This is an optimization exercise on Yosys and OpenROAD, whose aim is small area, a short achievable clock period and few clock cycles, not a production implementation. Function was checked by simulation only, so behaviour that the tests miss may differ from the original. Power figures rest on the tool's default switching activity, not on a simulated workload.

try-lagoon:
==> flow/design.v (excerpt) <==
module base58_encoder_unit #(
    parameter int MAX_BYTES   = b58enc_pkg::MAX_BYTES_DEF,
    parameter int DIGIT_SLOTS = b58enc_pkg::DIGIT_SLOTS_DEF,
    parameter int STEP_BITS   = 4
) (
    input  logic                          i_clk,
    input  logic                          i_rst_n,
    input  logic                          i_in_valid,
    output logic                          o_in_ready,
    input  logic [b58enc_pkg::BYTE_W-1:0] i_in_data_byte,
    input  logic                          i_in_last_byte,
    output logic                          o_out_valid,
    input  logic                          i_out_ready,
    output logic [b58enc_pkg::CHAR_W-1:0] o_out_char,
    output logic                          o_out_last_char,
    output logic                          o_out_overflow
);
Size in the first run: about 4,600 cells after synthesis, roughly 24 I/O pins, roughly 31,000 sq um of cells after synthesis.
clock: 12.0 ns
lec_check: 0
abc_area: 1
cap_margin: 20
core_margin: 2
core_utilization: 60
cts_cluster_diameter: 80
cts_cluster_size: 24
slew_margin: 20
standard.sh (not shown) runs the stock make flow with config.mk's settings and CLKGATE_MAP_FILE= SYNTH_SCRIPT=/design/flow/synth_recipe.tcl, a recipe that flattens the netlist after the stock synthesis.
==> flow/flow/run.sh <==
#!/bin/bash
# standard layout (the standard.sh), except:
# - synthesis maps the logic with the ABC script in flow/abc_area.script (more
#   restructuring before an area-oriented mapping); the synthesis passes before ABC and
#   the registers are ORFS's own
# - timing repair (after floorplan, clock tree synthesis and global routing) aims for
#   8 ns of setup slack at the design's 12 ns clock (SETUP_SLACK_MARGIN) instead of 0
# each tool's output goes to a log of its own here (synth.log, layout.log, and ORFS's
# per-step logs under orfs/logs)
set -euo pipefail
WORK=$(pwd)
rm -rf "$WORK/scripts_abc"
cp -r "$FLOW_HOME/scripts" "$WORK/scripts_abc"
cp "$WORK/flow/abc_area.script" "$WORK/scripts_abc/abc_area.script"
bash standard.sh SCRIPTS_DIR="$WORK/scripts_abc" synth > "$WORK/synth.log" 2>&1
bash standard.sh SETUP_SLACK_MARGIN=8.0 > "$WORK/layout.log" 2>&1
==> flow/flow/abc_area.script <==
strash
dc2
balance
rewrite
refactor
balance
rewrite
rewrite -z
balance
refactor -z
rewrite -z
balance
dch -f
map -a -B 0.9
topo
stime -c
buffer -c
upsize -c
dnsize -c
The final layout from try-lagoon, which completed every stage, passed the timing, design-rule and antenna checks at the end of the flow.
Testbench counts of try-lagoon, summed over its fixed seeds: cycles 8,391.
Relative to try-lagoon, the following input files were edited for try-cedar:
# try-lagoon
export LEC_CHECK = 0
export ABC_AREA = 1
export CAP_MARGIN = 20
export CORE_MARGIN = 2
export CORE_UTILIZATION = 60
export CTS_CLUSTER_DIAMETER = 80
export CTS_CLUSTER_SIZE = 24
export SLEW_MARGIN = 20
create_clock -name core_clock -period 12.0 [get_ports {i_clk}]
# try-cedar
export LEC_CHECK = 0
export ABC_AREA = 1
export CAP_MARGIN = 20
export CORE_MARGIN = 2
export CORE_UTILIZATION = 40
export CTS_CLUSTER_DIAMETER = 80
export CTS_CLUSTER_SIZE = 32
export SLEW_MARGIN = 20
create_clock -name core_clock -period 12.0 [get_ports {i_clk}]
==> flow/flow/run.sh <==
#!/bin/bash
# standard layout, except:
# - synthesis maps the logic with the ABC script in flow/abc_area.script (more
#   restructuring before an area-oriented mapping); the synthesis passes before ABC and
#   the registers are ORFS's own
# - timing repair after clock tree synthesis and global routing aims for 8 ns of setup
#   slack at the design's 12 ns clock (SETUP_SLACK_MARGIN), instead of the flow's 0
# each tool's output goes to a log of its own here
set -euo pipefail
WORK=$(pwd)
rm -rf "$WORK/scripts_abc"
cp -r "$FLOW_HOME/scripts" "$WORK/scripts_abc"
cp "$WORK/flow/abc_area.script" "$WORK/scripts_abc/abc_area.script"
bash standard.sh SCRIPTS_DIR="$WORK/scripts_abc" synth > "$WORK/synth.log" 2>&1
bash standard.sh SETUP_SLACK_MARGIN=8.0 > "$WORK/layout.log" 2>&1
--- outcome ---
- Relative to try-lagoon, the clock power of try-cedar is lower by about 4%.
- In the reports for try-lagoon and try-cedar, the smaller fmax belongs to try-lagoon.
- Taking try-lagoon as the reference point, the combinational share of power of try-cedar rises by 0.9 points.
- The final reports for try-cedar and try-lagoon show area overhead of the layout relative to synthesis higher in the former.
- Relative to try-lagoon, the final cell area reported for try-cedar is higher.
Relative to try-cedar, the following input files were edited for try-quartz:
# try-cedar
export LEC_CHECK = 0
export ABC_AREA = 1
export CAP_MARGIN = 20
export CORE_MARGIN = 2
export CORE_UTILIZATION = 40
export CTS_CLUSTER_DIAMETER = 80
export CTS_CLUSTER_SIZE = 32
export SLEW_MARGIN = 20
create_clock -name core_clock -period 12.0 [get_ports {i_clk}]
# try-quartz
export LEC_CHECK = 0
export ABC_AREA = 1
export CAP_MARGIN = 20
export CORE_MARGIN = 2
export CORE_UTILIZATION = 60
export CTS_CLUSTER_DIAMETER = 80
export CTS_CLUSTER_SIZE = 24
export SLEW_MARGIN = 20
create_clock -name core_clock -period 12.0 [get_ports {i_clk}]
==> flow/flow/run.sh <==
#!/bin/bash
# standard layout, except:
# - synthesis maps the logic with the ABC script in flow/abc_area.script (more
#   restructuring before an area-oriented mapping); the synthesis passes before ABC and
#   the registers are ORFS's own
# - timing repair after clock tree synthesis and global routing aims for 8.2 ns of setup
#   slack at the design's 12 ns clock (SETUP_SLACK_MARGIN), instead of the flow's 0
# each tool's output goes to a log of its own here
set -euo pipefail
WORK=$(pwd)
rm -rf "$WORK/scripts_abc"
cp -r "$FLOW_HOME/scripts" "$WORK/scripts_abc"
cp "$WORK/flow/abc_area.script" "$WORK/scripts_abc/abc_area.script"
bash standard.sh SCRIPTS_DIR="$WORK/scripts_abc" synth > "$WORK/synth.log" 2>&1
bash standard.sh SETUP_SLACK_MARGIN=8.2 > "$WORK/layout.log" 2>&1
==> comparison <==
Both conditions hold for try-quartz: the flow ran to the end and the final layout passed the timing, design-rule and antenna checks. [try-quartz] layout-stage area growth over the synthesis result rose 4.2 points relative to try-cedar. try-quartz vs. try-cedar: power per cell area increased about 2%; detailed-routed wire length on met3 increased about 27%. Against try-cedar, try-quartz comes in 0.0080 ns lower on pre-CTS setup slack. try-cedar has lower design internal power than try-quartz.

[what the ideal ports hide]
In the flow no input, the clock included, has a driving cell. The finished layouts below were timed again as built, in two steps.
Step 1 sets driving cells, clkbuf_16 on the clock port and buf_2 on the other inputs (assumed; they add their load-dependent delay and slew).
Step 2 moves the port delays by t, midway between the first and last clock arrival at a register: inputs arrive t later, outputs are due t later. That takes back most of the time a late clock gives input paths.
a / b / c = no drivers / after step 1 / after step 2; a / b = the first two.
run	t, ns	setup WS [ns]	latest minus earliest clock arrival (ns)	worst data-port slew with drivers (ns)	pins driven straight from the clock port
try-lagoon	0.666	8.065 / 8.002 / 7.922	0.022 / 0.022	0.06	1
try-cedar	0.659	8.089 / 8.028 / 7.921	0.029 / 0.029	0.04	1
try-quartz	0.670	8.231 / 8.231 / 7.917	0.022 / 0.022	0.06	1
After both steps every run listed still meets setup and hold. The setup slack of try-quartz, which loses most, moves by 0.000 ns with the drivers and by -0.314 ns with both steps.
